From an optimization exercise on the open Yosys and OpenROAD flow, aimed at small area and a short achievable clock period; shortcuts taken in it are not production practice.
Function was checked by simulation only, so behaviour that the tests miss may differ from the original.
The flow treats the clock pin as an ideal source, which a real chip does not have.
Power and IR drop assume default switching activity.

==> inputs of trial 74 <==
// regfile_4r2w
module regfile_4r2w (
  input  logic         clk,
  input  logic         rst,
  input  logic [19:0]  rd_addr,
  output logic [127:0] rd_data,
  input  logic [1:0]   wr_en,
  input  logic [9:0]   wr_addr,
  input  logic [63:0]  wr_data,
  output logic         ready,
  output logic         wr_conflict
);
  regfile_multiport #(
    .DATA_W(32), .ADDR_W(5), .NUM_RD(4), .NUM_WR(2), .ZERO_REG(1)
  ) u_rf (
    .clk(clk), .rst(rst), .rd_addr(rd_addr), .rd_data(rd_data), .wr_en(wr_en),
    .wr_addr(wr_addr), .wr_data(wr_data), .ready(ready), .wr_conflict(wr_conflict)
  );
endmodule
Settings: LEC_CHECK=0, CAP_MARGIN=20, CORE_MARGIN=2, CORE_UTILIZATION=40, GPL_TIMING_DRIVEN=0, SETUP_SLACK_MARGIN=1.9, SLEW_MARGIN=20, SYNTH_HIERARCHICAL=1; clock period 4.0 ns.
standard.sh (not shown) runs the stock make flow with config.mk's settings and CLKGATE_MAP_FILE= SYNTH_SCRIPT=/design/flow/synth_recipe.tcl, a recipe that flattens the netlist after the stock synthesis.
==> flow/flow/run.sh <==
#!/bin/bash
# ORFS layout (the standard.sh) with:
# - every combinational cell set to its smallest drive after floorplan, and
#   the decoder nets that fan out across the array given strong drivers
#   (flow/post_fp.tcl, flow/presize.tcl); timing repair upsizes the rest
#   where paths need it;
# - a structured placement seed (flow/pre_gp.tcl): storage flops in a
#   bit-column x entry-row grid, read-data flops in a band across the middle,
#   ports next to the logic they connect to; global placement places the rest
#   around the fixed flops, which are freed afterwards (flow/post_gp.tcl);
# - plain buffers on the ports (buf_4 on inputs, buf_2 on outputs, the
#   latter added in flow/pre_gp.tcl) instead of the delay cells buffer_ports
#   picks by default;
# - the resizer may change a cell's footprint when sizing it, and sizes with
#   1.5x the platform's wire parasitics estimate (flow/rc.tcl);
# - the synthesis buffers are removed before placement;
# - clock tree of clkbuf_16 without dummy loads, clusters of up to 24
#   flip-flops;
# - if the repair after global routing congests the routing, global routing
#   is redone without it.
set -euo pipefail
here=$(pwd)
args=(
  "BUFFER_PORTS_ARGS=-inputs -buffer_cell sky130_fd_sc_hd__buf_4"
  "MATCH_CELL_FOOTPRINT=0"
  "REMOVE_ABC_BUFFERS=1"
  "CTS_ARGS=-sink_clustering_enable -repair_clock_nets -dont_use_dummy_load -sink_clustering_size 24 -sink_clustering_max_diameter 100 -buf_list sky130_fd_sc_hd__clkbuf_16"
  "POST_FLOORPLAN_TCL=$here/flow/post_fp.tcl"
  "PRE_GLOBAL_PLACE_TCL=$here/flow/pre_gp.tcl"
  "POST_GLOBAL_PLACE_TCL=$here/flow/post_gp.tcl"
  "PRE_RESIZE_TCL=$here/flow/rc.tcl"
  "PRE_CTS_TCL=$here/flow/rc.tcl"
  "PRE_GLOBAL_ROUTE_TCL=$here/flow/rc.tcl"
)
bash standard.sh "${args[@]}" cts > standard_cts.log 2>&1
if ! bash standard.sh "${args[@]}" grt > standard_grt.log 2>&1; then
  bash standard.sh "${args[@]}" "SKIP_INCREMENTAL_REPAIR=1" grt > standard_grt_retry.log 2>&1
fi
bash standard.sh "${args[@]}" finish > standard_finish.log 2>&1
==> flow/flow/presize.tcl <==
# Drive strengths for the decoder nets that fan out across the array (the
# rest keeps the smallest drive; timing repair upsizes where needed).
namespace eval pl_ps {
  variable rules {
    {g_rd\[\d+\]\.rrow_n\[\d+\]$}        4
    {g_rd\[\d+\]\.rlo\[\d+\]$}           4
    {g_rd\[\d+\]\.rhi\[\d+\]$}           4
    {g_rd\[\d+\]\.ra_n\[\d+\]$}          2
    {g_ent\[\d+\]\.wsel\[\d+\]$}         4
    {g_ent\[\d+\]\.hold_n$}              4
    {wlo(_n)?\[\d+\]\[\d+\]$}            4
    {whi(_n)?\[\d+\]\[\d+\]$}            4
    {g_wdec\[\d+\]\.wa_n\[\d+\]$}       2
  }
  proc main {} {
    variable rules
    set db [ord::get_db]
    set n 0
    foreach net [[ord::get_db_block] getNets] {
      set nm [string map {\\ {}} [$net getName]]
      set drv ""
      foreach {pat size} $rules {
        if {[regexp $pat $nm]} { set drv $size; break }
      }
      if {$drv eq ""} continue
      foreach it [$net getITerms] {
        if {![$it isOutputSignal]} continue
        set inst [$it getInst]
        set m [[$inst getMaster] getName]
        if {![regexp {^(sky130_fd_sc_hd__[a-z0-9]+)_([0-9]+)$} $m -> base cur]} continue
        if {[regexp {__(df|conb)} $base]} continue
        set target "${base}_$drv"
        if {$target eq $m || [$db findMaster $target] eq "NULL"} continue
        replace_cell [$inst getName] $target
        incr n
      }
    }
    puts "presize: resized $n drivers"
  }
}
pl_ps::main
==> flow/flow/rc.tcl <==
# Pessimistic wire parasitics for the resizer's estimates: routed nets in this
# design extract about 1.5x the capacitance the platform's estimate gives.
foreach {layer c r} {met1 1.72375E-04 8.929e-04 met2 1.36233E-04 8.929e-04 met3 2.14962E-04 1.567e-04 met4 1.48128E-04 1.567e-04 met5 1.54087E-04 1.781e-05} {
  set_layer_rc -layer $layer -capacitance [expr {$c * 1.5}] -resistance [expr {$r * 1.5}]
}
set_wire_rc -signal -layer met1
set_wire_rc -clock -layer met3
Other scripts of this flow, unchanged in this note and not shown: flow/flow/post_fp.tcl, flow/flow/post_gp.tcl, flow/flow/pre_gp.tcl
==> trial 32: changes against trial 74 <==
--- a/flow/flow/run.sh
+++ b/flow/flow/run.sh
@@ -15,5 +15,5 @@
 #   1.5x the platform's wire parasitics estimate (flow/rc.tcl);
 # - the synthesis buffers are removed before placement;
-# - clock tree of clkbuf_16 without dummy loads, clusters of up to 24
+# - clock tree of clkbuf_16 without dummy loads, clusters of up to 20
 #   flip-flops;
 # - if the repair after global routing congests the routing, global routing
@@ -25,5 +25,5 @@
   "MATCH_CELL_FOOTPRINT=0"
   "REMOVE_ABC_BUFFERS=1"
-  "CTS_ARGS=-sink_clustering_enable -repair_clock_nets -dont_use_dummy_load -sink_clustering_size 24 -sink_clustering_max_diameter 100 -buf_list sky130_fd_sc_hd__clkbuf_16"
+  "CTS_ARGS=-sink_clustering_enable -repair_clock_nets -dont_use_dummy_load -sink_clustering_size 20 -sink_clustering_max_diameter 100 -buf_list sky130_fd_sc_hd__clkbuf_16"
   "POST_FLOORPLAN_TCL=$here/flow/post_fp.tcl"
   "PRE_GLOBAL_PLACE_TCL=$here/flow/pre_gp.tcl"
==> flow/flow/presize.tcl (replaced) <==
# Drive strengths for the nets that fan out across the array (the rest keeps
# the smallest drive; timing repair upsizes where needed): by net name for
# the predecoded address lines, and by fanout for everything else.
namespace eval pl_ps {
  variable rules {
    {g_rd\[\d+\]\.rlo\[\d+\]$}           4
    {g_rd\[\d+\]\.rhi\[\d+\]$}           4
    {g_rd\[\d+\]\.ra_n\[\d+\]$}          2
    {wlo(_n)?\[\d+\]\[\d+\]$}            8
    {whi(_n)?\[\d+\]\[\d+\]$}            4
    {g_wdec\[\d+\]\.wa_n\[\d+\]$}        2
  }
  proc resize {inst drv} {
    set db [ord::get_db]
    set m [[$inst getMaster] getName]
    if {![regexp {^(sky130_fd_sc_hd__[a-z0-9]+)_([0-9]+)$} $m -> base cur]} { return 0 }
    if {[regexp {__(df|conb|buf|clkbuf)} $base]} { return 0 }
    # largest available drive up to the one asked for
    for {set d $drv} {$d >= 1} {incr d -1} {
      set target "${base}_$d"
      if {[$db findMaster $target] ne "NULL"} break
    }
    if {$d <= $cur} { return 0 }
    replace_cell [$inst getName] $target
    return 1
  }
  proc main {} {
    variable rules
    set n 0
    foreach net [[ord::get_db_block] getNets] {
      set nm [string map {\\ {}} [$net getName]]
      set drv ""
      foreach {pat size} $rules {
        if {[regexp $pat $nm]} { set drv $size; break }
      }
      set fo 0
      set d ""
      foreach it [$net getITerms] {
        if {[$it isOutputSignal]} { set d [$it getInst] } elseif {[$it isInputSignal]} { incr fo }
      }
      if {$d eq ""} continue
      if {$drv eq ""} {
        if {$fo >= 40} { set drv 8 } elseif {$fo >= 10} { set drv 4 } else { continue }
      }
      incr n [resize $d $drv]
    }
    puts "presize: resized $n drivers"
  }
}
pl_ps::main
==> flow/flow/rc.tcl (replaced) <==
# Pessimistic signal wire parasitics for the resizer's estimates: routed
# signal nets in this design extract about 1.5x the capacitance the
# platform's estimate gives. The clock keeps the platform's estimate.
foreach {layer c r} {met1 1.72375E-04 8.929e-04 met2 1.36233E-04 8.929e-04 met3 2.14962E-04 1.567e-04 met4 1.48128E-04 1.567e-04 met5 1.54087E-04 1.781e-05} {
  set_layer_rc -layer $layer -capacitance [expr {$c * 1.5}] -resistance [expr {$r * 1.5}]
}
set_wire_rc -signal -layer met1
set_wire_rc -clock -resistance 1.567e-04 -capacitance 2.14962E-04
==> trial 72: changes against trial 74 <==
==> flow/flow/run.sh (replaced) <==
#!/bin/bash
# ORFS layout (the standard.sh) with:
# - every combinational cell set to its smallest drive after floorplan, and
#   the decoder nets that fan out across the array given strong drivers
#   (flow/post_fp.tcl, flow/presize.tcl); timing repair upsizes the rest
#   where paths need it;
# - a structured placement seed (flow/pre_gp.tcl): storage flops in a
#   bit-column x entry-row grid, read-data flops in a band across the middle,
#   ports next to the logic they connect to; global placement places the rest
#   around the fixed flops, which are freed afterwards (flow/post_gp.tcl);
# - plain buffers on the ports (buf_4 on inputs, buf_2 on outputs, the
#   latter added in flow/pre_gp.tcl) instead of the delay cells buffer_ports
#   picks by default;
# - the resizer may change a cell's footprint when sizing it;
# - the synthesis buffers are removed before placement;
# - clock tree of clkbuf_16 without dummy loads, clusters of up to 20
#   flip-flops;
# - no timing repair after global routing (it congests the routing).
set -euo pipefail
here=$(pwd)
args=(
  "BUFFER_PORTS_ARGS=-inputs -buffer_cell sky130_fd_sc_hd__buf_4"
  "MATCH_CELL_FOOTPRINT=0"
  "REMOVE_ABC_BUFFERS=1"
  "CTS_ARGS=-sink_clustering_enable -repair_clock_nets -dont_use_dummy_load -sink_clustering_size 20 -sink_clustering_max_diameter 100 -buf_list sky130_fd_sc_hd__clkbuf_16"
  "POST_FLOORPLAN_TCL=$here/flow/post_fp.tcl"
  "PRE_GLOBAL_PLACE_TCL=$here/flow/pre_gp.tcl"
  "POST_GLOBAL_PLACE_TCL=$here/flow/post_gp.tcl"
)
bash standard.sh "${args[@]}" cts > standard_cts.log 2>&1
bash standard.sh "${args[@]}" "SKIP_INCREMENTAL_REPAIR=1" finish > standard_finish.log 2>&1
==> flow/flow/presize.tcl (replaced) <==
# Drive strengths for the nets that fan out across the array (the rest keeps
# the smallest drive; timing repair upsizes where needed): by net name for
# the predecoded address lines, and by fanout for everything else.
namespace eval pl_ps {
  variable rules {
    {g_rd\[\d+\]\.quad\[\d+\]$}           2
    {g_rd\[\d+\]\.rlo\[\d+\]$}           4
    {g_rd\[\d+\]\.rhi\[\d+\]$}           4
    {g_rd\[\d+\]\.ra_n\[\d+\]$}          2
    {wlo(_n)?\[\d+\]\[\d+\]$}            8
    {whi(_n)?\[\d+\]\[\d+\]$}            4
    {g_wdec\[\d+\]\.wa_n\[\d+\]$}        2
  }
  proc resize {inst drv} {
    set db [ord::get_db]
    set m [[$inst getMaster] getName]
    if {![regexp {^(sky130_fd_sc_hd__[a-z0-9]+)_([0-9]+)$} $m -> base cur]} { return 0 }
    if {[regexp {__(df|conb|buf|clkbuf)} $base]} { return 0 }
    # largest available drive up to the one asked for
    for {set d $drv} {$d >= 1} {incr d -1} {
      set target "${base}_$d"
      if {[$db findMaster $target] ne "NULL"} break
    }
    if {$d <= $cur} { return 0 }
    replace_cell [$inst getName] $target
    return 1
  }
  proc main {} {
    variable rules
    set n 0
    foreach net [[ord::get_db_block] getNets] {
      set nm [string map {\\ {}} [$net getName]]
      set drv ""
      foreach {pat size} $rules {
        if {[regexp $pat $nm]} { set drv $size; break }
      }
      set fo 0
      set d ""
      foreach it [$net getITerms] {
        if {[$it isOutputSignal]} { set d [$it getInst] } elseif {[$it isInputSignal]} { incr fo }
      }
      if {$d eq ""} continue
      if {$drv eq ""} {
        if {$fo >= 40} { set drv 8 } elseif {$fo >= 10} { set drv 4 } else { continue }
      }
      incr n [resize $d $drv]
    }
    puts "presize: resized $n drivers"
  }
}
pl_ps::main
removed: flow/flow/rc.tcl
==> qor summary <==
Pre-antenna DRT Iters: trial 72 8; trial 32 7; trial 74 9
Multi-input logic portion of the cell area: trial 72 0.563; trial 32 0.554; trial 74 0.541
M2 GR Usage: trial 72 0.592; trial 32 0.555; trial 74 0.540
First-pass GRT wire length: trial 72 516000 um; trial 32 495000 um; trial 74 475000 um
Clock distribution power: trial 72 7.40 mW; trial 32 7.37 mW; trial 74 6.82 mW
Count of cells along the worst register-to-register path: trial 72 9; trial 32 6; trial 74 5
Placed wire-length estimate: trial 72 270000 um; trial 32 260000 um; trial 74 258000 um
NonClk Buf Share: trial 72 0.0287; trial 32 0.0402; trial 74 0.0502
Number of placed cells counting well taps: trial 72 9958; trial 32 9962; trial 74 9974
Fraction of area in clock buffers and inverters: trial 72 0.0246; trial 32 0.0243; trial 74 0.0214
Least-Margin Pin Slew: trial 72 802 ps; trial 32 823 ps; trial 74 631 ps
Clock latency on the worst-skew pair: trial 72 760 ps; trial 32 730 ps; trial 74 760 ps
Critical path startpoint: trial 72 rd_addr[13]; trial 32 rd_addr[13]; trial 74 rd_addr[18]
Delay of the slowest cell on the worst path: trial 72 500 ps; trial 32 430 ps; trial 74 480 ps
Final worst slack: trial 72 1490 ps; trial 32 1650 ps; trial 74 1380 ps
CP max-delay cell: trial 72 sky130_fd_sc_hd__nand3_1; trial 32 sky130_fd_sc_hd__nand4_1; trial 74 sky130_fd_sc_hd__nand4_1
Number of nets in the layout: trial 72 7828; trial 32 7866; trial 74 7811
Maximum fanout count along the critical path: trial 72 32; trial 32 8; trial 74 32
Run status: trial 72 no timing/DRC/antenna violations; trial 32 no timing/DRC/antenna violations; trial 74 no timing/DRC/antenna violations
Worst endpoint data arrival time: trial 72 3130 ps; trial 32 2950 ps; trial 74 3170 ps

## what the ideal ports hide
The flow's constraints put no driver on any port. The routed layouts listed below were extracted and timed again, unchanged, in two steps.
Step 1, drivers: a clkbuf_16 drives clk and a buf_2 each remaining input, both assumed.
Step 2 also shifts input and output timing later by t, the mid clock arrival at the registers, as if the neighbouring blocks saw the same clock.
a / b / c = ideal / step 1 / step 2; a / b = the first two.
run	t (ns)	setup slack, ns	hold WS [ns]	latest minus earliest clock arrival (ns)	worst data-port slew with drivers (ns)
trial 74	0.796	1.377 / 1.430 / 0.634	0.312 / 0.309 / 0.532	0.084 / 0.084	0.07
trial 32	0.786	1.650 / 1.692 / 0.906	0.328 / 0.302 / 0.516	0.047 / 0.047	0.06
trial 72	0.802	1.492 / 1.534 / 0.732	0.313 / 0.278 / 0.537	0.058 / 0.058	0.04
After both steps setup and hold are still met in every run listed. The setup slack of trial 72, which loses most, moves by +0.042 ns with the drivers and by -0.760 ns with both steps.
